Source: an optimization exercise on an open RTL-to-GDS flow (aim: small area, a short achievable clock period and few clock cycles per item). Production flows keep margins and buffers that such runs may drop. Function was not checked in any run shown here: the RTL went through the layout flow alone.

$ cat flow/standard.sh
#!/bin/bash
# synth_recipe.tcl (not shown) runs the flow's synth.tcl, then flattens the netlist and writes it again
# the make line also repeats each setting of config.mk as NAME=value (left out here)
make -C /OpenROAD-flow-scripts/flow DESIGN_CONFIG=/design/flow/config.mk WORK_HOME=/design/flow/orfs CLKGATE_MAP_FILE= SYNTH_SCRIPT=/design/flow/synth_recipe.tcl "${@:-finish}"
$ cat flow/flow/run.sh
#!/bin/bash
# Standard layout; timing repair aimed 6.0 ns below the clock period, and
# the port buffers are buf_1 cells (repair resizes those on critical paths).
set -euo pipefail
bash standard.sh SETUP_SLACK_MARGIN=6.0 "BUFFER_PORTS_ARGS=-buffer_cell sky130_fd_sc_hd__buf_1" finish > standard_flow.log 2>&1
$ cat flow/config.mk
export PLATFORM = sky130hd
export DESIGN_NAME = lidar_flat_point_selector
export DESIGN_NICKNAME = lidar_flat_point_selector
export VERILOG_FILES = /design/flow/design.v
export SDC_FILE = /design/flow/constraint.sdc
export NUM_CORES = 4
export LEC_CHECK = 0
export CAP_MARGIN = 20
export CORE_MARGIN = 2
export CORE_UTILIZATION = 40
export SLEW_MARGIN = 20
$ cat flow/design.v
module lidar_flat_point_selector #(
	parameter int COORD_WIDTH = 24
) (
	input  logic                          clk,
	input  logic                          arst_n,
	input  logic                          cfg_we,
	input  logic                          cfg_index,
	input  logic [53:0]                   cfg_data,
	input  logic                          points_valid,
	output logic                          points_ready,
	input  logic signed [COORD_WIDTH-1:0] points_point_x,
	input  logic signed [COORD_WIDTH-1:0] points_point_y,
	input  logic signed [COORD_WIDTH-1:0] points_point_z,
	input  logic [15:0]                   points_intensity,
	input  logic                          points_point_valid,
	input  logic                          points_frame_start,
	output logic                          features_valid,
	input  logic                          features_ready,
	output logic signed [COORD_WIDTH-1:0] features_feature_x,
	output logic signed [COORD_WIDTH-1:0] features_feature_y,
	output logic signed [COORD_WIDTH-1:0] features_feature_z,
	output logic [15:0]                   features_feature_intensity,
	output logic [53:0]                   features_curvature
);
	localparam int CW  = COORD_WIDTH;
	localparam int DW  = CW + 3;       
	localparam int MW  = DW - 1;       
	localparam int PW  = 3 * CW + 16;  
	localparam int AW  = 32;           
	localparam int QW  = AW - 2;       
	localparam logic [53:0] THRESH_RESET = 54'd1049;
	localparam logic [7:0]  STRIDE_RESET = 8'd1;
	logic [53:0] thresh_q;
	logic [7:0]  stride_q;
	always_ff @(posedge clk or negedge arst_n) begin
		if (!arst_n) begin
			thresh_q <= THRESH_RESET;
			stride_q <= STRIDE_RESET;
		end else if (cfg_we) begin
			if (cfg_index == 1'b0)
				thresh_q <= cfg_data;
			else
				stride_q <= cfg_data[7:0];
		end
	end
	logic tsmall;
	logic thi;
	assign tsmall = (thresh_q[53:12] == '0);
	assign thi    = (thresh_q[53:14] != '0);
	logic          ready_q;    
	logic          kv_q;       
	logic [PW-1:0] k_pt_q;     
	logic          k_keep_q;
	logic          k_fs_q;
	logic          ev_q;       
	logic          s1v_q;      
	logic          sh_q;       
	logic          ov_q;       
	logic          busy_q;     
	logic          fin_q;      
	logic [DW-1:0] a_q [0:2];           
	logic [CW-1:0] w_q [0:2][1:4];
	logic [15:0]   wi_q [1:4];
	logic          kq_q;                
	logic [2:0]    fill_q;
	logic [7:0]    cnt_q;
	logic [12:0]   s1_sq_q [0:2];       
	logic [29:0]   s1_rng_q;            
	logic          s1_small;
	logic [PW-1:0] o_pt_q;     
	logic [53:0]   o_curv_q;
	logic          in_keep;
	logic          accept;
	logic          src_v;
	logic [PW-1:0] src_pt;
	logic          src_keep;
	logic          src_fs;
	logic [PW-1:0] in_pt;
	assign in_pt   = {points_intensity, points_point_z, points_point_y, points_point_x};
	assign in_keep = points_point_valid &&
	                 !(points_point_x == '0 && points_point_y == '0 && points_point_z == '0);
	assign accept  = points_valid && ready_q;
	assign src_v    = kv_q || accept;
	assign src_pt   = kv_q ? k_pt_q   : in_pt;
	assign src_keep = kv_q ? k_keep_q : in_keep;
	assign src_fs   = kv_q ? k_fs_q   : points_frame_start;
	logic       irn_q;     
	logic       fq_q;      
	logic [2:0] fill_eff;
	logic       full;
	logic       cnt0;
	logic       cnt_wrap;
	logic [7:0] cnt_next;
	logic       ev_now;    
	assign fill_eff = fq_q ? 3'd0 : fill_q;
	assign full     = !fq_q && (fill_q == 3'd4);
	assign cnt0     = fq_q || (cnt_q == 8'd0);
	assign cnt_wrap = ({1'b0, cnt_q} + 9'd1 >= {1'b0, stride_q});  
	assign cnt_next = cnt_wrap ? 8'd0 : cnt_q + 8'd1;
	assign ev_now   = irn_q ? (kq_q && full && cnt0) : ev_q;
	logic o_take;      
	logic s1_out;      
	logic s1_load;     
	logic w_take;      
	logic proc;        
	logic w_shift;     
	assign o_take  = !ov_q || features_ready;
	assign s1_out  = s1v_q && (s1_small || tsmall) && o_take;
	assign s1_load = ev_now && !s1v_q ? 1'b1 : (ev_now && s1_out && tsmall);
	assign w_take  = tsmall ? ((!ev_now || s1_load) && !(s1v_q && sh_q && !s1_out)) :
	                          (!ev_now && !s1v_q);
	assign proc    = src_v && w_take;
	assign w_shift = proc && kq_q;
	logic kv_next;
	assign kv_next = kv_q ? !proc : (accept && !proc);
	always_ff @(posedge clk or negedge arst_n) begin
		if (!arst_n) begin
			kv_q    <= 1'b0;
			ready_q <= 1'b1;
		end else begin
			kv_q    <= kv_next;
			ready_q <= !kv_next && (tsmall || (!proc && !ev_now && !s1v_q));
		end
	end
	assign points_ready = ready_q;
	always_ff @(posedge clk or negedge arst_n) begin
		if (!arst_n) begin
			fill_q <= '0;
			cnt_q  <= '0;
			ev_q   <= 1'b0;
			kq_q   <= 1'b0;
			fq_q   <= 1'b0;
			irn_q  <= 1'b0;
		end else begin
			if (proc) begin
				kq_q <= src_keep;
				fq_q <= src_fs;
			end
			irn_q <= proc;
			if (irn_q) begin
				if (kq_q && !full) begin
					fill_q <= fill_eff + 3'd1;
					cnt_q  <= fq_q ? 8'd0 : cnt_q;
				end else if (kq_q) begin
					cnt_q  <= cnt_next;
				end else begin
					fill_q <= fill_eff;
					cnt_q  <= fq_q ? 8'd0 : cnt_q;
				end
			end
			if (tsmall ? s1_load : (fin_q || s1_out))
				ev_q <= 1'b0;
			else
				ev_q <= ev_now;
		end
	end
	genvar ga;
	generate
		for (ga = 0; ga < 3; ga = ga + 1) begin : g_w
			logic [DW-1:0] o1, o2, o3;
			logic [DW-1:0] s1a, c1a;
			logic [DW-1:0] a_next;
			assign o1 = {{3{w_q[ga][1][CW-1]}}, w_q[ga][1]};
			assign o2 = {{3{w_q[ga][2][CW-1]}}, w_q[ga][2]};
			assign o3 = ~{w_q[ga][3][CW-1], w_q[ga][3], 2'b00};
			assign s1a = o1 ^ o2 ^ o3;
			assign c1a = {((o1 & o2) | (o1 & o3) | (o2 & o3)), 1'b0};
			assign a_next = s1a + c1a + 27'd1;
			always_ff @(posedge clk) begin
				if (w_shift) begin
					a_q[ga]    <= a_next;
					w_q[ga][1] <= w_q[ga][2];
					w_q[ga][2] <= w_q[ga][3];
					w_q[ga][3] <= w_q[ga][4];
				end
				if (proc)
					w_q[ga][4] <= src_pt[ga*CW +: CW];
			end
		end
	endgenerate
	always_ff @(posedge clk) begin
		if (w_shift) begin
			wi_q[1] <= wi_q[2];
			wi_q[2] <= wi_q[3];
			wi_q[3] <= wi_q[4];
		end
		if (proc)
			wi_q[4] <= src_pt[3*CW +: 16];
	end
	logic [DW-1:0] d [0:2];
	logic [9:0]    d_rng [0:2];
	logic          d_sgn [0:2];
	logic [12:0]   sq [0:2];        
	generate
		for (ga = 0; ga < 3; ga = ga + 1) begin : g_d
			logic [DW-1:0] e3, e4, es, ec;
			assign e3 = {{3{w_q[ga][3][CW-1]}}, w_q[ga][3]};
			assign e4 = {{3{w_q[ga][4][CW-1]}}, w_q[ga][4]};
			assign es = a_q[ga] ^ e3 ^ e4;
			assign ec = {((a_q[ga] & e3) | (a_q[ga] & e4) | (e3 & e4)), 1'b0};
			assign d[ga]       = es + ec;
			logic [20:0] px, gx, zb, tb;
			logic        cy;
			assign px = es[26:6] ^ ec[26:6];
			assign gx = es[26:6] & ec[26:6];
			assign zb = {px[20:1] ^ ~(px[19:0] | gx[19:0]), ~px[0]};
			assign tb = {px[20:2] ^ gx[19:1], px[1] ^ (px[0] | gx[0]), ~px[0]};
			assign cy = ({1'b0, es[5:0]} + {1'b0, ec[5:0]}) >> 6;
			assign d_rng[ga] = {cy, &tb[20:14], &tb[13:7], &tb[6:0], &zb[20:14], &zb[13:7], &zb[6:0],
			                    &px[20:14], &px[13:7], &px[6:0]};
			assign d_sgn[ga]   = d[ga][DW-1];
			always_comb begin
				case (d[ga][6:0])
				7'd0: sq[ga] = 13'd0;
				7'd1: sq[ga] = 13'd1;
				7'd2: sq[ga] = 13'd4;
				7'd3: sq[ga] = 13'd9;
				7'd4: sq[ga] = 13'd16;
				7'd5: sq[ga] = 13'd25;
				7'd6: sq[ga] = 13'd36;
				7'd7: sq[ga] = 13'd49;
				7'd8: sq[ga] = 13'd64;
				7'd9: sq[ga] = 13'd81;
				7'd10: sq[ga] = 13'd100;
				7'd11: sq[ga] = 13'd121;
				7'd12: sq[ga] = 13'd144;
				7'd13: sq[ga] = 13'd169;
				7'd14: sq[ga] = 13'd196;
				7'd15: sq[ga] = 13'd225;
				7'd16: sq[ga] = 13'd256;
				7'd17: sq[ga] = 13'd289;
				7'd18: sq[ga] = 13'd324;
				7'd19: sq[ga] = 13'd361;
				7'd20: sq[ga] = 13'd400;
				7'd21: sq[ga] = 13'd441;
				7'd22: sq[ga] = 13'd484;
				7'd23: sq[ga] = 13'd529;
				7'd24: sq[ga] = 13'd576;
				7'd25: sq[ga] = 13'd625;
				7'd26: sq[ga] = 13'd676;
				7'd27: sq[ga] = 13'd729;
				7'd28: sq[ga] = 13'd784;
				7'd29: sq[ga] = 13'd841;
				7'd30: sq[ga] = 13'd900;
				7'd31: sq[ga] = 13'd961;
				7'd32: sq[ga] = 13'd1024;
				7'd33: sq[ga] = 13'd1089;
				7'd34: sq[ga] = 13'd1156;
				7'd35: sq[ga] = 13'd1225;
				7'd36: sq[ga] = 13'd1296;
				7'd37: sq[ga] = 13'd1369;
				7'd38: sq[ga] = 13'd1444;
				7'd39: sq[ga] = 13'd1521;
				7'd40: sq[ga] = 13'd1600;
				7'd41: sq[ga] = 13'd1681;
				7'd42: sq[ga] = 13'd1764;
				7'd43: sq[ga] = 13'd1849;
				7'd44: sq[ga] = 13'd1936;
				7'd45: sq[ga] = 13'd2025;
				7'd46: sq[ga] = 13'd2116;
				7'd47: sq[ga] = 13'd2209;
				7'd48: sq[ga] = 13'd2304;
				7'd49: sq[ga] = 13'd2401;
				7'd50: sq[ga] = 13'd2500;
				7'd51: sq[ga] = 13'd2601;
				7'd52: sq[ga] = 13'd2704;
				7'd53: sq[ga] = 13'd2809;
				7'd54: sq[ga] = 13'd2916;
				7'd55: sq[ga] = 13'd3025;
				7'd56: sq[ga] = 13'd3136;
				7'd57: sq[ga] = 13'd3249;
				7'd58: sq[ga] = 13'd3364;
				7'd59: sq[ga] = 13'd3481;
				7'd60: sq[ga] = 13'd3600;
				7'd61: sq[ga] = 13'd3721;
				7'd62: sq[ga] = 13'd3844;
				7'd63: sq[ga] = 13'd3969;
				7'd64: sq[ga] = 13'd4096;
				7'd65: sq[ga] = 13'd3969;
				7'd66: sq[ga] = 13'd3844;
				7'd67: sq[ga] = 13'd3721;
				7'd68: sq[ga] = 13'd3600;
				7'd69: sq[ga] = 13'd3481;
				7'd70: sq[ga] = 13'd3364;
				7'd71: sq[ga] = 13'd3249;
				7'd72: sq[ga] = 13'd3136;
				7'd73: sq[ga] = 13'd3025;
				7'd74: sq[ga] = 13'd2916;
				7'd75: sq[ga] = 13'd2809;
				7'd76: sq[ga] = 13'd2704;
				7'd77: sq[ga] = 13'd2601;
				7'd78: sq[ga] = 13'd2500;
				7'd79: sq[ga] = 13'd2401;
				7'd80: sq[ga] = 13'd2304;
				7'd81: sq[ga] = 13'd2209;
				7'd82: sq[ga] = 13'd2116;
				7'd83: sq[ga] = 13'd2025;
				7'd84: sq[ga] = 13'd1936;
				7'd85: sq[ga] = 13'd1849;
				7'd86: sq[ga] = 13'd1764;
				7'd87: sq[ga] = 13'd1681;
				7'd88: sq[ga] = 13'd1600;
				7'd89: sq[ga] = 13'd1521;
				7'd90: sq[ga] = 13'd1444;
				7'd91: sq[ga] = 13'd1369;
				7'd92: sq[ga] = 13'd1296;
				7'd93: sq[ga] = 13'd1225;
				7'd94: sq[ga] = 13'd1156;
				7'd95: sq[ga] = 13'd1089;
				7'd96: sq[ga] = 13'd1024;
				7'd97: sq[ga] = 13'd961;
				7'd98: sq[ga] = 13'd900;
				7'd99: sq[ga] = 13'd841;
				7'd100: sq[ga] = 13'd784;
				7'd101: sq[ga] = 13'd729;
				7'd102: sq[ga] = 13'd676;
				7'd103: sq[ga] = 13'd625;
				7'd104: sq[ga] = 13'd576;
				7'd105: sq[ga] = 13'd529;
				7'd106: sq[ga] = 13'd484;
				7'd107: sq[ga] = 13'd441;
				7'd108: sq[ga] = 13'd400;
				7'd109: sq[ga] = 13'd361;
				7'd110: sq[ga] = 13'd324;
				7'd111: sq[ga] = 13'd289;
				7'd112: sq[ga] = 13'd256;
				7'd113: sq[ga] = 13'd225;
				7'd114: sq[ga] = 13'd196;
				7'd115: sq[ga] = 13'd169;
				7'd116: sq[ga] = 13'd144;
				7'd117: sq[ga] = 13'd121;
				7'd118: sq[ga] = 13'd100;
				7'd119: sq[ga] = 13'd81;
				7'd120: sq[ga] = 13'd64;
				7'd121: sq[ga] = 13'd49;
				7'd122: sq[ga] = 13'd36;
				7'd123: sq[ga] = 13'd25;
				7'd124: sq[ga] = 13'd16;
				7'd125: sq[ga] = 13'd9;
				7'd126: sq[ga] = 13'd4;
				7'd127: sq[ga] = 13'd1;
				default: sq[ga] = 13'd0;
				endcase
			end
		end
	endgenerate
	always_ff @(posedge clk or negedge arst_n) begin
		if (!arst_n) begin
			s1v_q <= 1'b0;
			sh_q  <= 1'b0;
		end else begin
			if (s1_load)
				s1v_q <= 1'b1;
			else if (s1_out || fin_q)
				s1v_q <= 1'b0;
			if (s1_load)
				sh_q <= w_shift;
			else if (w_shift)
				sh_q <= 1'b1;
		end
	end
	always_ff @(posedge clk) begin
		if (s1_load) begin
			s1_sq_q[0] <= sq[0];
			s1_sq_q[1] <= sq[1];
			s1_sq_q[2] <= sq[2];
			s1_rng_q   <= {d_rng[2], d_rng[1], d_rng[0]};
		end
	end
	logic [PW-1:0] centre;
	assign centre = sh_q ? {wi_q[1], w_q[2][1], w_q[1][1], w_q[0][1]} :
	                       {wi_q[2], w_q[2][2], w_q[1][2], w_q[0][2]};
	generate
		for (ga = 0; ga < 3; ga = ga + 1) begin : g_small
			logic ok;
			logic [9:0] q;
			assign q  = s1_rng_q[10*ga +: 10];
			assign ok = (&q[2:0]) || (!q[9] && (&q[5:3])) || (q[9] && (&q[8:6]));
		end
	endgenerate
	assign s1_small = g_small[0].ok && g_small[1].ok && g_small[2].ok;
	logic [13:0] curv_fast;
	logic        flat_fast;
	logic [13:0] cs_s, cs_c;
	assign cs_s      = {1'b0, s1_sq_q[0] ^ s1_sq_q[1] ^ s1_sq_q[2]};
	assign cs_c      = {((s1_sq_q[0] & s1_sq_q[1]) | (s1_sq_q[0] & s1_sq_q[2]) | (s1_sq_q[1] & s1_sq_q[2])), 1'b0};
	assign curv_fast = cs_s + cs_c;
	logic [13:0] ct_s, ct_c;
	logic [14:0] ct;
	assign ct_s      = cs_s ^ cs_c ^ ~thresh_q[13:0];
	assign ct_c      = {((cs_s[12:0] & cs_c[12:0]) | (cs_s[12:0] & ~thresh_q[12:0]) | (cs_c[12:0] & ~thresh_q[12:0])), 1'b1};
	assign ct        = {1'b0, ct_s} + {1'b0, ct_c};
	assign flat_fast = s1_small && (thi || !ct[14]);
	logic [4:0]    sc_q;
	logic [2:0]    sg_q;
	logic          start;
	logic          sc0;        
	logic [MW-1:0] r [0:2];
	logic [MW-1:0] m [0:2];
	logic [QW-1:0] acc_s, acc_c;
	logic          acc_ci;
	assign start  = !tsmall && s1v_q && !s1_small && !ov_q && !busy_q && !fin_q;
	assign r[0]   = k_pt_q[0*MW +: MW];
	assign r[1]   = k_pt_q[1*MW +: MW];
	assign r[2]   = k_pt_q[2*MW +: MW];
	assign acc_s  = o_pt_q[0 +: QW];
	assign acc_c  = o_pt_q[QW +: QW];
	assign acc_ci = o_pt_q[2*QW];
	logic [AW-1:0] row [0:2];
	generate
		for (ga = 0; ga < 3; ga = ga + 1) begin : g_row
			assign m[ga]   = r[ga] ^ {MW{sg_q[ga]}};
			assign row[ga] = sc0 ?
			                 ({{(AW-MW-3){1'b0}}, sg_q[ga] ? {m[ga], 1'b1} : {(MW+1){1'b0}}, 2'b00}) :
			                 ({{(AW-MW-1){1'b0}}, m[ga][0] ? {m[ga][MW-1:1], 2'b01} : {(MW+1){1'b0}}});
		end
	endgenerate
	logic [AW-1:0] x0, x1, x2, x3, x4;
	logic [AW-1:0] t1s, t1c, t2s, t2c, t3s, t3c;
	logic [2:0]    lo;
	assign x0  = {2'b00, acc_s};
	assign x1  = {2'b00, acc_c};
	assign x2  = row[0];
	assign x3  = row[1];
	assign x4  = row[2];
	assign t1s = x0 ^ x1 ^ x2;
	assign t1c = {((x0 & x1) | (x0 & x2) | (x1 & x2)), 1'b0};
	assign t2s = t1s ^ t1c ^ x3;
	assign t2c = {((t1s & t1c) | (t1s & x3) | (t1c & x3)), 1'b0};
	assign t3s = t2s ^ t2c ^ x4;
	assign t3c = {((t2s & t2c) | (t2s & x4) | (t2c & x4)), 1'b0};
	assign lo  = {1'b0, t3s[1:0]} + {1'b0, t3c[1:0]} + {2'b00, acc_ci};
	always_ff @(posedge clk or negedge arst_n) begin
		if (!arst_n) begin
			busy_q <= 1'b0;
			fin_q  <= 1'b0;
			sc_q   <= '0;
			sc0    <= 1'b0;
		end else begin
			sc0 <= start;
			if (start) begin
				busy_q <= 1'b1;
				sc_q   <= '0;
			end else if (busy_q) begin
				sc_q <= sc_q + 5'd1;
				if (sc_q == 5'd27) begin
					busy_q <= 1'b0;
					fin_q  <= 1'b1;
				end
			end
			if (fin_q)
				fin_q <= 1'b0;
		end
	end
	always_ff @(posedge clk) begin
		if (start)
			sg_q <= {d_sgn[2], d_sgn[1], d_sgn[0]};
	end
	always_ff @(posedge clk) begin
		if (start)
			k_pt_q[3*MW-1:0] <= {d[2][MW-1:0], d[1][MW-1:0], d[0][MW-1:0]};
		else if (busy_q) begin
			if (!sc0)
				k_pt_q[3*MW-1:0] <= {sg_q[2], r[2][MW-1:1], sg_q[1], r[1][MW-1:1], sg_q[0], r[0][MW-1:1]};
		end else if (!kv_q) begin
			k_pt_q <= in_pt;
		end
		if (!kv_q) begin
			k_keep_q <= in_keep;
			k_fs_q   <= points_frame_start;
		end
	end
	logic flat_slow;
	assign flat_slow = (o_curv_q < thresh_q);
	always_ff @(posedge clk or negedge arst_n) begin
		if (!arst_n)
			ov_q <= 1'b0;
		else if (fin_q)
			ov_q <= flat_slow;
		else if (o_take)
			ov_q <= s1_out && flat_fast;
	end
	always_ff @(posedge clk) begin
		if (start)
			o_pt_q[2*QW:0] <= '0;
		else if (busy_q)
			o_pt_q[2*QW:0] <= {lo[2], t3c[AW-1:2], t3s[AW-1:2]};
		else if (fin_q || s1_out)
			o_pt_q[2*QW:0] <= centre[2*QW:0];
		if (fin_q || s1_out)
			o_pt_q[PW-1:2*QW+1] <= centre[PW-1:2*QW+1];
		if (busy_q)
			o_curv_q <= {lo[1:0], o_curv_q[53:2]};
		else if (s1_out)
			o_curv_q <= {40'd0, curv_fast};
	end
	assign features_valid             = ov_q;
	assign features_feature_x         = o_pt_q[0*CW +: CW];
	assign features_feature_y         = o_pt_q[1*CW +: CW];
	assign features_feature_z         = o_pt_q[2*CW +: CW];
	assign features_feature_intensity = o_pt_q[3*CW +: 16];
	assign features_curvature         = o_curv_q;
endmodule
$ cat flow/constraint.sdc
create_clock -name core_clock -period 9.5 [get_ports {clk}]
set_input_delay 1.9000 -clock core_clock [delete_from_list [all_inputs] [get_ports {clk}]]
set_output_delay 1.9000 -clock core_clock [all_outputs]
set_load 0.01 [all_outputs]
==> results of run 1 <==
==> metal layers <==
metal	up-vias	GRT usage, %	share of wire [%]
met5	-	0	0.061
met4	16	7.13	2.7
met3	239	3.98	7.8
met2	1417	35.5	46
met1	19400	32.3	44
li1	18100	-	-
==> cell type report <==
type | count | area [um^2] | share of cell area (%)
clock inverters | 61 | 497 | 0.789
diodes | 11 | 27.5 | 0.0437
repair inverters | 1 | 8.76 | 0.0139
repair buffers | 444 | 2600 | 4.12
flip-flops and latches | 824 | 23700 | 37.6
multi-input cells | 3240 | 28500 | 45.3
well taps | 1781 | 2230 | 3.54
inverters | 744 | 2810 | 4.47
clock buffers | 121 | 2570 | 4.08
==> flip-flops by register name, summed over array words and instances, names as in the netlist, 3 cells and up <==
register / cells
s1_sq_q: 36
wi_q: 64
w_q: 288
sg_q: 3
o_curv_q: 54
sc_q: 5
o_pt_q: 88
k_pt_q: 88
thresh_q: 54
fill_q: 3
stride_q: 8
s1_rng_q: 30
a_q: 81
cnt_q: 8
==> cells in the mapped netlist, drive strengths merged, types with 123 or more instances <==
master  count
ha        413
mux2      129
inv       741
mux2i     123
fa        317
clkbuf    177
nand2     397
o21ai     314
xnor2     129
edfxtp    671
a21oi     255
nor2      232
==> worst max-delay path, stage by stage (launching register included) <==
cell and delay, ns:
edfxtp_1 0.50, fa_1 0.52, inv_1 0.04, ha_1 0.25
a2111o_1 0.42, a31oi_4 0.23, o311ai_4 0.16, a221oi_4 0.35
o21ai_4 0.13, a211o_1 0.31, a2111o_1 0.37, o211a_1 0.13
==> metrics by stage <==
| stage | std cells | util (%) |
|---|---|---|
| global route | 7225 | 46.5 |
| floorplan | 5007 | - |
| CTS | 7161 | 45.6 |
| detailed placement | 6922 | 42.6 |
| finish | 7227 | 46.5 |
| global placement | 6922 | 42.5 |
==> path summary, 6_finish.rpt <==
check,from,endpoint,slack (ns),cells past startpoint
hold reg to reg,wi_q[4][11]$_DFFE_PP_,wi_q[3][11]$_DFFE_PP_,0.42,0
setup / recovery,w_q[10][4]$_DFFE_PP_,a_q[2][26]$_DFFE_PP_,5.84,11
hold / removal,wi_q[4][11]$_DFFE_PP_,wi_q[3][11]$_DFFE_PP_,0.42,0
setup reg to reg,w_q[10][4]$_DFFE_PP_,a_q[2][26]$_DFFE_PP_,5.84,11
max in group asynchronous,arst_n,thresh_q[18]$_DFFE_PN0P_,7.14,2
min in group asynchronous,arst_n,fill_q[2]$_DFFE_PN0P_,1.17,1
==> repair_timing <==
item / CTS / global route
pin swaps: 43 / 68
cloned: 8 / 7
setup buffers: 49 / 48
resized for setup: 138 / 137
setup endpoints to repair: 656 / 480
==> kinds of logic after synthesis <==
logic type	after synthesis	synth area share, %
compound gates	1002	11.6
mux	253	4.96
xor+xnor	225	3.61
fa+ha+maj	730	21.1
simple gates	1023	8.77
flops	824	43.4
buf+inv	950	6.57
==> results by group, run 1 <==
Timing
  – Hold violation count in the final report: 0
  – Setup repair after global routing missed its margin: true
  – Tightest slew margin relative to the limit: 17.9%
  – Transition time at the pin with the least slew margin: 1.20 ns
  – Final worst clock skew: 0.0331 ns
  – Minimum clock period: 3.66 ns
  – Count of final max-slew check failures: 0
  – Final sum of negative setup slack: 0 ns
  – Ratio of final minimum period to clock period: 38.5%
  – Finish-stage setup viols: 0
  – Final-layout worst hold slack: 0.418 ns
  – Final worst-path setup slack: 5.84 ns
  – Highest Clock Rate: 273 MHz

Floorplan
  – Floorplan die area: 139000 um^2
  – Die boundary height: 373 um
  – Starting utilization of the core area: 40.3%
  – Core area: 135000 um^2
  – Rows: 135
  – Die extent in x: 373 um
  – Boundary Pins: 294

Place
  – RD Place Congestion: 0.917
  – Placement Setup Slack: 4.20 ns
  – Count of buffers inserted at the top-level ports: 293
  – Total cell area at the placement stage: 57600 um^2
  – Estimated wirelength of the detail-placed design: 119000 um

Final layout
  – Fillcell total: 12600
  – Area Growth Syn to Fin: 15.3%
  – Total non-filler cell area in the finished layout: 63000 um^2
  – Most used cells in the layout excluding fill and tap cells: 737 x inv_1, 671 x edfxtp_1, 395 x nand2_1, 385 x ha_1, 305 x fa_1
  – Final #Nets: 6232
  – Layout cells sized above 1: 11.7%
  – Most common cell after layout, fill and taps aside: inv_1

Clock network
  – Clock insertion delay at the later pin of the skew report: 0.72 ns
  – Clock-pin transition on the worst setup and hold timing paths: 0.06 ns
  – Hold-fix buffer count after cts: 0
  – TritonCTS clock tree: built
  – Number of clock sinks: 824
  – Root Driver: clkbuf_16
  – Worst-case clock buffer depth: 3
  – CTS buffer count: 97
  – CTS HTree Levels: 3

Drt
  – Number of vias per cell after detailed routing: 5.42
  – Number of vias in the routed layout: 39200
  – WL per Instance: 22.6 um
  – Routed Antenna Nets: 0
  – Detailed Route Iter0 Violations: 3373
  – Pre-Repair DR Iteration Count: 8
  – Detailed Route WL: 163000 um
  – DRC violation count after routing: 0

Run
  – Max-Cap Viols: 0

Yosys
  – Nets in the synthesized netlist: 5887
  – Sequential area share after synthesis: 43.4%
  – Area contributors post-synth: edfxtp_1 37%, fa_1 12%, ha_1 9.5%, inv_1 5.1%, dfrtp_1 3.9%
  – Post-Syn Area: 54600 um^2
  – Number of enable-type register cells in the synthesized netlist: 671
  – Yosys top cell by area: edfxtp_1
  – Distinct cell type count after synthesis: 85
  – Mapped Cells: 5007
  – Async set-or-reset flop fraction in the synthesized netlist: 10.9%
  – Count of state elements after synthesis: 824
  – Area share of the largest cell type after synthesis: 36.9%
  – Avg Inst Size Synth: 10.9 um^2
  – Synth warn: 12
  – Post-synth top flop: edfxtp_1

Worst setup path
  – Type of origin of the critical path: register
  – Required @ worst endpoint: 9.96 ns
  – Arrival time worst endpoint: 4.12 ns
  – Nature of the critical path endpoint: register
  – Biggest fanout along the worst timing path: 4
  – Worst setup path class: reg2reg

Global routing
  – Number of global-route vias before repair: 38100
  – Total overflow reported by the global router: 0
  – Largest net degree at the start of global routing: 110
  – First-pass GRT wire length: 241000 um
  – Total global routing track utilization: 22.8%
  – Antenna violations before repair: 31

Outcome
  – Status: complete, no violations

Min path
  – Classification of the worst-slack hold path: reg2reg
==> inputs of run 2 (changes only) <==
--- a/flow/design.v
+++ b/flow/design.v
@@ -26,7 +26,7 @@
 	localparam int DW  = CW + 3;       
 	localparam int MW  = DW - 1;       
 	localparam int PW  = 3 * CW + 16;  
-	localparam int AW  = 32;           
+	localparam int AW  = 31;           
 	localparam int QW  = AW - 2;       
 	localparam logic [53:0] THRESH_RESET = 54'd1049;
 	localparam logic [7:0]  STRIDE_RESET = 8'd1;
@@ -164,8 +164,8 @@
 			assign o2 = {{3{w_q[ga][2][CW-1]}}, w_q[ga][2]};
 			assign o3 = ~{w_q[ga][3][CW-1], w_q[ga][3], 2'b00};
 			assign s1a = o1 ^ o2 ^ o3;
-			assign c1a = {((o1 & o2) | (o1 & o3) | (o2 & o3)), 1'b0};
-			assign a_next = s1a + c1a + 27'd1;
+			assign c1a = {((o1 & o2) | (o1 & o3) | (o2 & o3)), 1'b1};   
+			assign a_next = s1a + c1a;
 			always_ff @(posedge clk) begin
 				if (w_shift) begin
 					a_q[ga]    <= a_next;
==> results by group, run 2 <==
Floorplan
  – Rows: 134 (-0.74%)
  – Starting utilization of the core area: 40.3% (about the same)
  – Core area: 133000 um^2 (-1.5%)
  – Boundary Pins: 294 (unchanged)
  – Die boundary height: 371 um (-0.76%)
  – Die extent in x: 371 um (-0.76%)
  – Floorplan die area: 137000 um^2 (-1.5%)

Final layout
  – Register with the highest flop count: w_q
  – Layout cells sized above 1: 13.5% (+1.8 points)
  – Most common cell after layout, fill and taps aside: inv_1
  – Max reg flops: 288 (unchanged)
  – Area Growth Syn to Fin: 17.3%
  – Non-filler instance count after layout: 7146 (-1.1%)
  – Leading registers by flop count: w_q (288), k_pt_q (88), o_pt_q (88)
  – Final #Nets: 6164 (-1.1%)
  – Fin util: 47.2% (+0.76 points)
  – Most used cells in the layout excluding fill and tap cells: 737 x inv_1, 673 x edfxtp_1, 377 x ha_1, 347 x nand2_1, 298 x fa_1

Yosys
  – Nets in the synthesized netlist: 5775 (-1.9%)
  – Avg Inst Size Synth: 11.0 um^2 (+0.63%)
  – Area share of the largest cell type after synthesis: 37.6% (+0.69 points)
  – Number of enable-type register cells in the synthesized netlist: 673 (+0.30%)
  – Area contributors post-synth: edfxtp_1 38%, fa_1 12%, ha_1 9.5%, inv_1 5.2%, dfrtp_1 3.9%
  – Synth warn: 12 (unchanged)
  – Mapped Cells: 4899 (-2.2%)
  – Async set-or-reset flop fraction in the synthesized netlist: 10.9% (unchanged)
  – Post-synth top flop: edfxtp_1
  – Yosys top cell by area: edfxtp_1
  – Count of state elements after synthesis: 824 (unchanged)
  – Top cell types by occurrence after synthesis: 747 x inv_1, 673 x edfxtp_1, 410 x ha_1, 351 x nand2_1, 326 x o21ai_0
  – Post-Syn Area: 53700 um^2 (-1.5%)
  – Sequential area share after synthesis: 44.1% (+0.71 points)
  – Dominant cell by count in the synthesized netlist: inv_1
  – Distinct cell type count after synthesis: 81 (-4.7%)

Clock network
  – Hold-fix buffer count after cts: 0 (unchanged)
  – Clock insertion delay at the later pin of the skew report: 0.73 ns (about the same)
  – Clock-pin transition on the worst setup and hold timing paths: 0.06 ns (about the same)
  – Root Driver: clkbuf_16
  – Number of clock sinks: 824 (unchanged)
  – CTS buffer count: 97 (unchanged)
  – CTS HTree Levels: 3 (unchanged)
  – Worst-case clock buffer depth: 3 (unchanged)
  – TritonCTS clock tree: built

Place
  – Number of placed instances with taps included: 6814 (-1.6%)
  – RD Place Congestion: 0.894 (-2.5%)
  – Count of buffers inserted at the top-level ports: 293 (unchanged)
  – Estimated wirelength of the detail-placed design: 117000 um (-1.7%)

Timing
  – Finish-stage setup viols: 0 (unchanged)
  – Transition time at the pin with the least slew margin: 1.04 ns (-0.160 ns)
  – Final sum of negative setup slack: 0 ns (unchanged)
  – Minimum clock period: 3.74 ns (+0.0828 ns)
  – Ratio of final minimum period to clock period: 39.4% (+0.87 points)
  – Count of final max-slew check failures: 0 (unchanged)
  – Final-layout worst hold slack: 0.406 ns (-0.0115 ns)
  – Setup repair after global routing missed its margin: true
  – Highest Clock Rate: 267 MHz (-2.2%)
  – Hold violation count in the final report: 0 (unchanged)
  – Final worst clock skew: 0.0477 ns (+0.0146 ns)
  – Tightest slew margin relative to the limit: 30.1% (+12 points)

Drt
  – Number of vias in the routed layout: 38100 (-2.9%)
  – Number of vias per cell after detailed routing: 5.33 (-1.8%)
  – Routed Antenna Nets: 0 (unchanged)
  – DRC violation count after routing: 0 (unchanged)
  – Pre-Repair DR Iteration Count: 5 (-3)
  – WL per Instance: 22.3 um (-1.4%)
  – Detailed Route WL: 159000 um (-2.5%)
  – Detailed Route Iter0 Violations: 3150 (-6.6%)

Min path
  – Worst Hold Path EP: wi_q[3][0]$_DFFE_PP_
  – Classification of the worst-slack hold path: reg2reg
  – Instance count along the most critical hold path: 0 (unchanged)
  – Min-Delay Startpoint: wi_q[4][0]$_DFFE_PP_

Global routing
  – Number of global-route vias before repair: 37500 (-1.6%)
  – Total overflow reported by the global router: 0 (unchanged)
  – Largest net degree at the start of global routing: 109 (-0.91%)
  – First-pass GRT wire length: 232000 um (-3.7%)
  – Antenna violations before repair: 29 (-6.5%)
  – Total global routing track utilization: 22.6% (-0.19 points)

Worst setup path
  – Worst setup path class: reg2reg
  – Largest delay contributor family on the critical path: compound AO/OA/AOI/OAI gates
  – Critical-path cell with the highest stage delay: fa_1
  – Type of origin of the critical path: register
  – Register-to-register setup slack: 5.76 ns (-0.08 ns)
  – Biggest fanout along the worst timing path: 3 (-1)
  – Count of cells along the worst register-to-register path: 13 (+2)
  – Nature of the critical path endpoint: register
  – Arrival time worst endpoint: 4.23 ns (+0.11 ns)
  – Count of buffering cells on the critical path with inverters included: 0 (-1)
  – Worst-path cell chain: fa_1, ha_2, fa_2, a21o_1, a21oi_4, o21ai_4, a311oi_2, o31a_1, o41ai_4, a31oi_2, nor2_2, or3_1, a31o_2
  – Required @ worst endpoint: 9.99 ns (+0.03 ns)
  – Largest stage delay, worst path: 0.50 ns (-0.02 ns)
  – Worst R2R End: k_pt_q[25]$_DFFE_PP_
  – Startpoint of the most critical register-to-register path: w_q[3][1]$_DFFE_PP_

Outcome
  – Status: complete, no violations

Run
  – Max-Cap Viols: 0 (unchanged)
-- run 2: cell count changes after synthesis, moves of 24 or more --
cell,before,now
a211o_1,73,5
a211oi_1,48,73
nand2_1,397,351
nand3_1,66,39
nor2_1,232,276
xnor2_1,129,153
-- run 2: metal layers --
layer,up-vias,part of all wire [%],wire (um),GRT usage (%)
met5,-,0.094,149,0
met4,24,3.8,6040,8.77
met3,275,8.8,14000,6.15
met2,1261,45,71200,35.0
met1,18900,42,67600,30.1
li1,17700,-,-,-
-- run 2: cell families after synthesis --
logic type               synth area share, %
AND/OR/NAND/NOR                         8.26
buffers and inverters                   6.56
adder cells (fa/ha/maj)                 21.3
flip-flops                              44.1
AO/OA/AOI/OAI                           10.7
XOR/XNOR                                3.93
multiplexers                            5.12
-- run 2: worst max-delay path by stage --
stage | start | to | slack [ns] | cells past startpoint
after floorplan | features_ready | a_q[0][0]$_DFFE_PP_ | 1.12 | 5
after detailed placement | features_ready | w_q[0][19]$_DFFE_PP_ | 4.14 | 8
final | w_q[3][1]$_DFFE_PP_ | k_pt_q[25]$_DFFE_PP_ | 5.76 | 13
after global placement | features_ready | w_q[0][20]$_DFFE_PP_ | 4.21 | 8
after CTS | w_q[3][1]$_DFFE_PP_ | k_pt_q[25]$_DFFE_PP_ | 5.70 | 13
after global routing | w_q[3][1]$_DFFE_PP_ | k_pt_q[25]$_DFFE_PP_ | 5.64 | 13
-- run 2: what timing repair did --
action / in CTS / in global routing
gates cloned: 4 / 7
pin swaps: 86 / 90
setup endpoints to repair: 728 / 478
buffers inserted: 79 / 53
resized for setup: 188 / 181
-- run 2: worst register-to-register path, cell delays in order (launching register included) --
cell      delay (ns)
edfxtp_1        0.43
fa_1            0.50
ha_2            0.20
fa_2            0.37
a21o_1          0.20
a21oi_4         0.17
o21ai_4         0.09
a311oi_2        0.31
o31a_1          0.28
o41ai_4         0.15
a31oi_2         0.23
nor2_2          0.06
or3_1           0.30
a31o_2          0.24
-- run 2: area by class of cell --
type	instances	area, um^2
Tap cell	1768	2210
Sequential cell	824	23700
Clock inverter	60	694
Fill cell	12300	70400
Inverter	748	2830
Multi-Input combinational cell	3144	28200
Clock buffer	122	2590
Antenna cell	7	17.5
Timing Repair Buffer	473	2800
-- run 2: through the flow --
step,worst slack (ns),area (um^2)
CTS,5.70,61700
global route,5.64,63000
global placement,4.21,56800
finish,5.76,63000
detailed placement,4.14,56800
floorplan,1.12,53900
==> inputs of run 3 (changes only) <==
==> flow/flow/run.sh (replaced) <==
#!/bin/bash
# Standard layout; timing repair aimed 6.2 ns below the clock period, and
# the port buffers are buf_1 cells (repair resizes those on critical paths).
set -euo pipefail
bash standard.sh SETUP_SLACK_MARGIN=6.2 "BUFFER_PORTS_ARGS=-buffer_cell sky130_fd_sc_hd__buf_1" finish > standard_flow.log 2>&1
==> results by group, run 3 <==
Yosys
  – Count of state elements after synthesis: 824 (unchanged)
  – Distinct cell type count after synthesis: 81 (unchanged)
  – Area share of the largest cell type after synthesis: 37.6% (unchanged)
  – Synth warn: 12 (unchanged)
  – Synth Area in Compound Gates: 10.7% (unchanged)
  – Dominant cell by count in the synthesized netlist: inv_1
  – Post-Syn Area: 53700 um^2 (unchanged)
  – Main combinational cell family by area after synthesis: adder cells
  – Yosys top cell by area: edfxtp_1
  – Share of the synthesized netlist area taken by xor and xnor gates: 3.93% (unchanged)
  – Top cell types by occurrence after synthesis: 747 x inv_1, 673 x edfxtp_1, 410 x ha_1, 351 x nand2_1, 326 x o21ai_0
  – Multiplexer fraction of the synthesized cell area: 5.12% (unchanged)
  – Post-synth top flop: edfxtp_1
  – Area contributors post-synth: edfxtp_1 38%, fa_1 12%, ha_1 9.5%, inv_1 5.2%, dfrtp_1 3.9%
  – Sequential area share after synthesis: 44.1% (unchanged)
  – Async set-or-reset flop fraction in the synthesized netlist: 10.9% (unchanged)
  – Mapped Cells: 4899 (unchanged)
  – Post-Synth Adder-Cell Area: 21.3% (unchanged)
  – Simple logic cell fraction of the synthesized area: 8.26% (unchanged)
  – Avg Inst Size Synth: 11.0 um^2 (unchanged)
  – Number of enable-type register cells in the synthesized netlist: 673 (unchanged)
  – Nets in the synthesized netlist: 5775 (unchanged)

Final layout
  – Fin util: 49.0% (+1.8 points)
  – Total area of multi-input combinational cells: 29400 um^2 (+4.2%)
  – Leading registers by flop count: w_q (288), k_pt_q (88), o_pt_q (88)
  – Area Growth Syn to Fin: 21.7%
  – Non-filler instance count after layout: 7259 (+1.6%)
  – Sequential standard cell area: 23700 um^2 (about the same)
  – Fillcell total: 12000 (-1.9%)
  – Most used cells in the layout excluding fill and tap cells: 729 x inv_1, 673 x edfxtp_1, 358 x ha_1, 336 x nand2_1, 293 x fa_1
  – Most common cell after layout, fill and taps aside: inv_1
  – Layout cells sized above 1: 18.7% (+5.2 points)
  – Final #Nets: 6274 (+1.8%)
  – Register with the highest flop count: w_q
  – Max reg flops: 288 (unchanged)

Floorplan
  – Die extent in x: 371 um (unchanged)
  – Core area: 133000 um^2 (unchanged)
  – Rows: 134 (unchanged)
  – Floorplan die area: 137000 um^2 (unchanged)
  – Die boundary height: 371 um (unchanged)
  – Starting utilization of the core area: 40.3% (unchanged)
  – Boundary Pins: 294 (unchanged)

Clock network
  – Worst-case clock buffer depth: 3 (unchanged)
  – TritonCTS clock tree: built
  – CTS HTree Levels: 3 (unchanged)
  – Root Driver: clkbuf_16
  – Number of clock sinks: 824 (unchanged)
  – Hold-fix buffer count after cts: 0 (unchanged)
  – CTS buffer count: 98 (+1.0%)
  – Clock-pin transition on the worst setup and hold timing paths: 0.06 ns (about the same)
  – Clock insertion delay at the later pin of the skew report: 0.73 ns (about the same)

Timing
  – Hold violation count in the final report: 0 (unchanged)
  – Final worst clock skew: 0.0327 ns (-0.0150 ns)
  – Final worst-path setup slack: 5.91 ns (+0.156 ns)
  – Minimum clock period: 3.59 ns (-0.156 ns)
  – Tightest slew margin relative to the limit: 12.6% (-18 points)
  – Transition time at the pin with the least slew margin: 1.30 ns (+0.260 ns)
  – Ratio of final minimum period to clock period: 37.8% (-1.6 points)
  – Highest Clock Rate: 279 MHz (+4.3%)
  – Count of final max-slew check failures: 0 (unchanged)
  – Setup repair after global routing missed its margin: true
  – Finish-stage setup viols: 0 (unchanged)
  – Final sum of negative setup slack: 0 ns (unchanged)

Worst setup path
  – Worst setup path class: reg2reg
  – Type of origin of the critical path: register
  – Count of cells along the worst register-to-register path: 14 (+1)
  – Arrival time worst endpoint: 4.04 ns (-0.19 ns)
  – Nature of the critical path endpoint: register
  – Register-to-register setup slack: 5.91 ns (+0.16 ns)
  – Worst R2R End: k_pt_q[51]$_DFFE_PP_
  – Biggest fanout along the worst timing path: 3 (unchanged)
  – Startpoint of the most critical register-to-register path: w_q[6][2]$_DFFE_PP_
  – Required @ worst endpoint: 9.95 ns (-0.04 ns)

Global routing
  – Largest net degree at the start of global routing: 144 (+32%)
  – First-pass GRT wire length: 240000 um (+3.5%)
  – Total overflow reported by the global router: 0 (unchanged)
  – Number of global-route vias before repair: 38300 (+2.1%)
  – Total global routing track utilization: 23.2% (+0.63 points)
  – Antenna violations before repair: 19 (-34%)

Place
  – Count of buffers inserted at the top-level ports: 293 (unchanged)
  – RD Place Congestion: 0.896 (+0.27%)
  – Number of placed instances with taps included: 6811 (-0.044%)
  – Placement Setup Slack: 4.68 ns (+0.537 ns)
  – Estimated wirelength of the detail-placed design: 116000 um (-0.33%)

Drt
  – Detailed Route WL: 164000 um (+2.9%)
  – WL per Instance: 22.5 um (+1.3%)
  – Detailed Route Iter0 Violations: 3135 (-0.48%)
  – DRC violation count after routing: 0 (unchanged)
  – Pre-Repair DR Iteration Count: 6 (+1)
  – Routed Antenna Nets: 0 (unchanged)
  – Number of vias in the routed layout: 39000 (+2.5%)
  – Number of vias per cell after detailed routing: 5.38 (+0.93%)

Min path
  – Instance count along the most critical hold path: 0 (unchanged)
  – Min-Delay Startpoint: wi_q[4][0]$_DFFE_PP_
  – Worst Hold Path EP: wi_q[3][0]$_DFFE_PP_
  – Classification of the worst-slack hold path: reg2reg

Run
  – Max-Cap Viols: 0 (unchanged)

Outcome
  – Status: complete, no violations
-- run 3: changes by cell type in the layout (fill, tap and decap cells not counted), moves of 10 or more --
| cell | previous run | this run |
|---|---|---|
| buf_4 | 134 | 218 |
| o21ai_0 | 279 | 231 |
| buf_1 | 287 | 248 |
| a21oi_1 | 238 | 210 |
| a21oi_2 | 16 | 42 |
| ha_4 | 19 | 44 |
| o21ai_1 | 31 | 55 |
| buf_6 | 26 | 49 |
| ha_1 | 377 | 358 |
| buf_2 | 2 | 19 |
| o21ai_2 | 15 | 31 |
| nand2_1 | 347 | 336 |
| clkbuf_1 | 21 | 11 |
-- run 3: worst max-delay path, stage by stage, from the launching register on --
cell and delay, ns:
edfxtp_1 0.43, fa_1 0.51, buf_4 0.16, fa_2 0.36
a21o_1 0.21, a21oi_4 0.15, buf_6 0.13, nor2b_4 0.05
o41ai_4 0.41, a21oi_4 0.14, a21oi_4 0.21, o21ai_2 0.11
a31oi_2 0.17, xor2_1 0.22, o21ai_1 0.08
-- run 3: kinds of logic (layout without fill, tap and decap cells) --
family,count (synthesis),in the layout
xor gates and xnor gates,241,242
other,0,9
muxes,258,258
AOI/OAI and AO/OA,949,949
buffers and inverters,936,1513
adders and majority gates,726,726
and+or+nand+nor,965,970
DFF,824,824
-- run 3: what timing repair did --
item / in CTS / in global routing
setup endpoints to repair: 853 / 611
pin swaps: 150 / 177
gates cloned: 14 / 4
gates resized for setup: 338 / 307
buffers inserted: 157 / 80
-- run 3: per-layer routing --
metal  vias up  track usage, %  share of wire (%)
met4        16            6.53                3.0
met5         -               0              0.067
met2      1371            37.3                 46
li1      17900               -                  -
met1     19500            31.6                 43
met3       249            5.03                8.0
-- run 3: stage by stage --
stage	hold WS [ns]	area [um^2]
2_1_floorplan	0.400	54100
3_3_place_gp	0.400	57100
3_5_place_dp	0.405	57100
4_1_cts	0.419	63400
5_1_grt	0.427	65400
6_report	0.413	65400
-- run 3: final cells by class --
class | count | area share, %
sequential | 824 | 36.3
inverter | 748 | 4.33
clock buffer | 113 | 3.91
timing repair buffer | 581 | 6.17
multi-input combinational | 3145 | 44.9
antenna | 9 | 0.0344
clock inverter | 71 | 1.01
tap | 1768 | 3.38
-- run 3: worst max path at each step --
stage | start | to | slack [ns]
floorplan | features_ready | a_q[0][0]$_DFFE_PP_ | 1.12
global placement | features_ready | w_q[4][23]$_DFFE_PP_ | 4.78
detailed placement | features_ready | w_q[5][23]$_DFFE_PP_ | 4.68
CTS | w_q[2][1]$_DFFE_PP_ | k_pt_q[25]$_DFFE_PP_ | 5.81
global route | a_q[0][1]$_DFFE_PP_ | k_pt_q[25]$_DFFE_PP_ | 5.82
finish | w_q[6][2]$_DFFE_PP_ | k_pt_q[51]$_DFFE_PP_ | 5.91
==> inputs of run 4 (changes only) <==
==> flow/flow/run.sh (replaced) <==
#!/bin/bash
# Standard layout; timing repair aimed 6.3 ns below the clock period on the
# worst paths only (TNS_END_PERCENT 0), and buf_1 port buffers (repair
# resizes those on critical paths).
set -euo pipefail
bash standard.sh SETUP_SLACK_MARGIN=6.3 TNS_END_PERCENT=0 "BUFFER_PORTS_ARGS=-buffer_cell sky130_fd_sc_hd__buf_1" finish > standard_flow.log 2>&1
==> results by group, run 4 <==
Outcome
  – Status: complete, no violations

Floorplan
  – Rows: 134 (unchanged)
  – Boundary Pins: 294 (unchanged)
  – Die extent in x: 371 um (unchanged)
  – Core area: 133000 um^2 (unchanged)
  – Die boundary height: 371 um (unchanged)
  – Starting utilization of the core area: 40.3% (unchanged)
  – Floorplan die area: 137000 um^2 (unchanged)

Timing
  – Minimum clock period: 3.80 ns (+0.216 ns)
  – Transition time at the pin with the least slew margin: 1.14 ns (-0.155 ns)
  – Tightest slew margin relative to the limit: 21.7% (+9.1 points)
  – Count of final max-slew check failures: 0 (unchanged)
  – Final-layout worst hold slack: 0.405 ns (-0.00837 ns)
  – Final worst-path setup slack: 5.70 ns (-0.216 ns)
  – Setup repair after global routing missed its margin: true
  – Ratio of final minimum period to clock period: 40.0% (+2.3 points)
  – Hold violation count in the final report: 0 (unchanged)
  – Final worst clock skew: 0.0399 ns (+0.00719 ns)
  – Highest Clock Rate: 263 MHz (-5.7%)
  – Finish-stage setup viols: 0 (unchanged)
  – Final sum of negative setup slack: 0 ns (unchanged)

Worst setup path
  – Arrival time worst endpoint: 4.27 ns (+0.23 ns)
  – Required @ worst endpoint: 9.97 ns (+0.02 ns)
  – Worst R2R End: k_pt_q[25]$_DFFE_PP_
  – Startpoint of the most critical register-to-register path: w_q[2][0]$_DFFE_PP_
  – Largest stage delay, worst path: 0.40 ns (-0.11 ns)
  – Nature of the critical path endpoint: register
  – Most numerous cell on the critical path: fa_2
  – Register-to-register setup slack: 5.70 ns (-0.22 ns)
  – Count of cells along the worst register-to-register path: 14 (unchanged)
  – Biggest fanout along the worst timing path: 2 (-1)
  – Worst setup path class: reg2reg
  – Worst-path cell chain: buf_4, fa_2, ha_2, fa_2, a21o_1, a21oi_4, o21ai_4, a311oi_2, o31a_1, o41ai_4, a31oi_2, nor2_1, or3_1, a31o_2
  – Critical-path cell with the highest stage delay: fa_2
  – Type of origin of the critical path: register

Final layout
  – Total non-filler cell area in the finished layout: 61300 um^2 (-6.3%)
  – Register with the highest flop count: w_q
  – Most common cell after layout, fill and taps aside: inv_1
  – Sequential standard cell area: 23700 um^2 (about the same)
  – Leading registers by flop count: w_q (288), k_pt_q (88), o_pt_q (88)
  – Area Growth Syn to Fin: 14.0%
  – Fillcell total: 12500 (+3.9%)
  – Max reg flops: 288 (unchanged)
  – Final #Nets: 6074 (-3.2%)
  – Total area of multi-input combinational cells: 27200 um^2 (-7.3%)
  – Most used cells in the layout excluding fill and tap cells: 745 x inv_1, 673 x edfxtp_1, 398 x ha_1, 350 x nand2_1, 319 x o21ai_0
  – Non-filler instance count after layout: 7059 (-2.8%)
  – Layout cells sized above 1: 9.69% (-9.0 points)

Drt
  – DRC violation count after routing: 0 (unchanged)
  – Number of vias in the routed layout: 37400 (-4.2%)
  – Number of vias per cell after detailed routing: 5.30 (-1.5%)
  – Detailed Route Iter0 Violations: 3298 (+5.2%)
  – Detailed Route WL: 153000 um (-6.2%)
  – Pre-Repair DR Iteration Count: 5 (-1)
  – WL per Instance: 21.7 um (-3.6%)
  – Routed Antenna Nets: 0 (unchanged)

Yosys
  – Nets in the synthesized netlist: 5775 (unchanged)
  – Top cell types by occurrence after synthesis: 747 x inv_1, 673 x edfxtp_1, 410 x ha_1, 351 x nand2_1, 326 x o21ai_0
  – Sequential area share after synthesis: 44.1% (unchanged)
  – Distinct cell type count after synthesis: 81 (unchanged)
  – Post-Syn Area: 53700 um^2 (unchanged)
  – Area contributors post-synth: edfxtp_1 38%, fa_1 12%, ha_1 9.5%, inv_1 5.2%, dfrtp_1 3.9%
  – Dominant cell by count in the synthesized netlist: inv_1
  – Async set-or-reset flop fraction in the synthesized netlist: 10.9% (unchanged)
  – Yosys top cell by area: edfxtp_1
  – Count of state elements after synthesis: 824 (unchanged)
  – Area share of the largest cell type after synthesis: 37.6% (unchanged)
  – Avg Inst Size Synth: 11.0 um^2 (unchanged)
  – Post-synth top flop: edfxtp_1
  – Synth warn: 12 (unchanged)
  – Mapped Cells: 4899 (unchanged)
  – Number of enable-type register cells in the synthesized netlist: 673 (unchanged)

Place
  – RD Place Congestion: 0.903 (+0.75%)
  – Count of buffers inserted at the top-level ports: 293 (unchanged)
  – Placement Setup Slack: 4.10 ns (-0.579 ns)
  – Number of placed instances with taps included: 6813 (+0.029%)
  – Estimated wirelength of the detail-placed design: 115000 um (-1.4%)
  – Total cell area at the placement stage: 56800 um^2 (-0.53%)

Global routing
  – First-pass GRT wire length: 231000 um (-4.0%)
  – Number of global-route vias before repair: 37000 (-3.3%)
  – Total global routing track utilization: 22.2% (-0.99 points)
  – Antenna violations before repair: 29 (+10)
  – Largest net degree at the start of global routing: 159 (+10%)
  – Total overflow reported by the global router: 0 (unchanged)

Clock network
  – Hold-fix buffer count after cts: 0 (unchanged)
  – Root Driver: clkbuf_16
  – Number of clock sinks: 824 (unchanged)
  – CTS buffer count: 98 (unchanged)
  – Worst-case clock buffer depth: 3 (unchanged)
  – Clock insertion delay at the later pin of the skew report: 0.74 ns (about the same)
  – CTS HTree Levels: 3 (unchanged)
  – Clock-pin transition on the worst setup and hold timing paths: 0.06 ns (about the same)
  – TritonCTS clock tree: built

Run
  – Max-Cap Viols: 0 (unchanged)

Min path
  – Worst Hold Path EP: wi_q[3][2]$_DFFE_PP_
  – Classification of the worst-slack hold path: reg2reg
  – Min-Delay Startpoint: wi_q[4][2]$_DFFE_PP_
  – Instance count along the most critical hold path: 0 (unchanged)
[run 4: per-layer routing]
layer	up-vias	routed length [um]	global-route usage, %
met5	-	129	0
met4	20	4050	6.61
met3	206	12800	5.07
met2	1137	69100	34.5
met1	18600	67300	31.0
li1	17500	-	-
[run 4: what timing repair did]
item | CTS | global route
pin swaps | 44 | 33
resized for setup | 96 | 26
endpoints found under the setup margin | 1008 | 887
buffers inserted | 37 | 12
gates cloned | 4 | 0
endpoints found under the hold margin | 0 | 0
[run 4: layout make-up]
class,count,share of cell area [%]
repair buffers,384,3.11
multi-input cells,3142,44.5
inverters,748,4.61
flip-flops and latches,824,38.7
clock inverters,69,1.32
clock buffers,117,4.18
diodes,7,0.0286
well taps,1768,3.61
[run 4: how the worst max path moves through the flow]
| stage | startpoint | endpoint | slack, ns | cells past startpoint |
|---|---|---|---|---|
| 3_5_place_dp | features_ready | w_q[1][19]$_DFFE_PP_ | 4.10 | 9 |
| 3_3_place_gp | features_ready | w_q[1][19]$_DFFE_PP_ | 4.17 | 9 |
| 4_1_cts | w_q[2][1]$_DFFE_PP_ | k_pt_q[25]$_DFFE_PP_ | 5.78 | 13 |
| 2_1_floorplan | features_ready | a_q[0][0]$_DFFE_PP_ | 1.12 | 5 |
| 6_report | w_q[2][0]$_DFFE_PP_ | k_pt_q[25]$_DFFE_PP_ | 5.70 | 14 |
| 5_1_grt | w_q[2][2]$_DFFE_PP_ | k_pt_q[22]$_DFFE_PP_ | 5.60 | 14 |
[run 4: cells by family after synthesis]
kind of cell,synth area share (%)
compound gates,10.7
xor+xnor,3.93
fa+ha+maj,21.3
simple gates,8.26
buf+inv,6.56
flops,44.1
mux,5.12
[run 4: per-stage QoR]
stage,utilization [%]
after floorplan,-
after global placement,42.5
after detailed placement,42.5
after CTS,45.7
after global routing,45.9
final,45.9
[run 4: worst max-delay path: cells and delay by family (launching register included)]
family,cells,cell delay [ns]
AOI/OAI and AO/OA,8,1.70
adders and majority gates,3,0.95
buffers and inverters,1,0.16
DFF,1,0.39
and+or+nand+nor,2,0.37

==> port drivers added, routing unchanged <==
No port has a modelled driver above. Below, the same layouts with a new extraction and two added sets of constraints.
Step 1 sets driving cells, clkbuf_16 on the clock port and buf_2 on the other inputs (assumed; they add their load-dependent delay and slew).
Step 2 moves the port delays by t, midway between the first and last clock arrival at a register: inputs arrive t later, outputs are due t later. That takes back most of the time a late clock gives input paths.
Slacks: no drivers / after step 1 / after step 2; pairs: no drivers / after step 1.
| run | t, ns | slack for setup (ns) | worst hold slack (ns) | worst setup path at the end | pins driven straight from the clock port |
|---|---|---|---|---|---|
| run 1 | 0.788 | 5.838 / 5.838 / 5.229 | 0.418 / 0.418 / 0.418 | input to register | 1 |
| run 2 | 0.784 | 5.755 / 5.755 / 5.323 | 0.406 / 0.406 / 0.406 | input to register | 1 |
| run 3 | 0.792 | 5.911 / 5.911 / 5.389 | 0.413 / 0.413 / 0.413 | input to register | 1 |
| run 4 | 0.792 | 5.696 / 5.696 / 5.007 | 0.405 / 0.405 / 0.405 | input to register | 1 |
After both steps setup and hold are still met in every run listed. For run 4, which loses most, drivers alone change the setup slack by 0.000 ns; drivers and shift together by -0.689 ns.
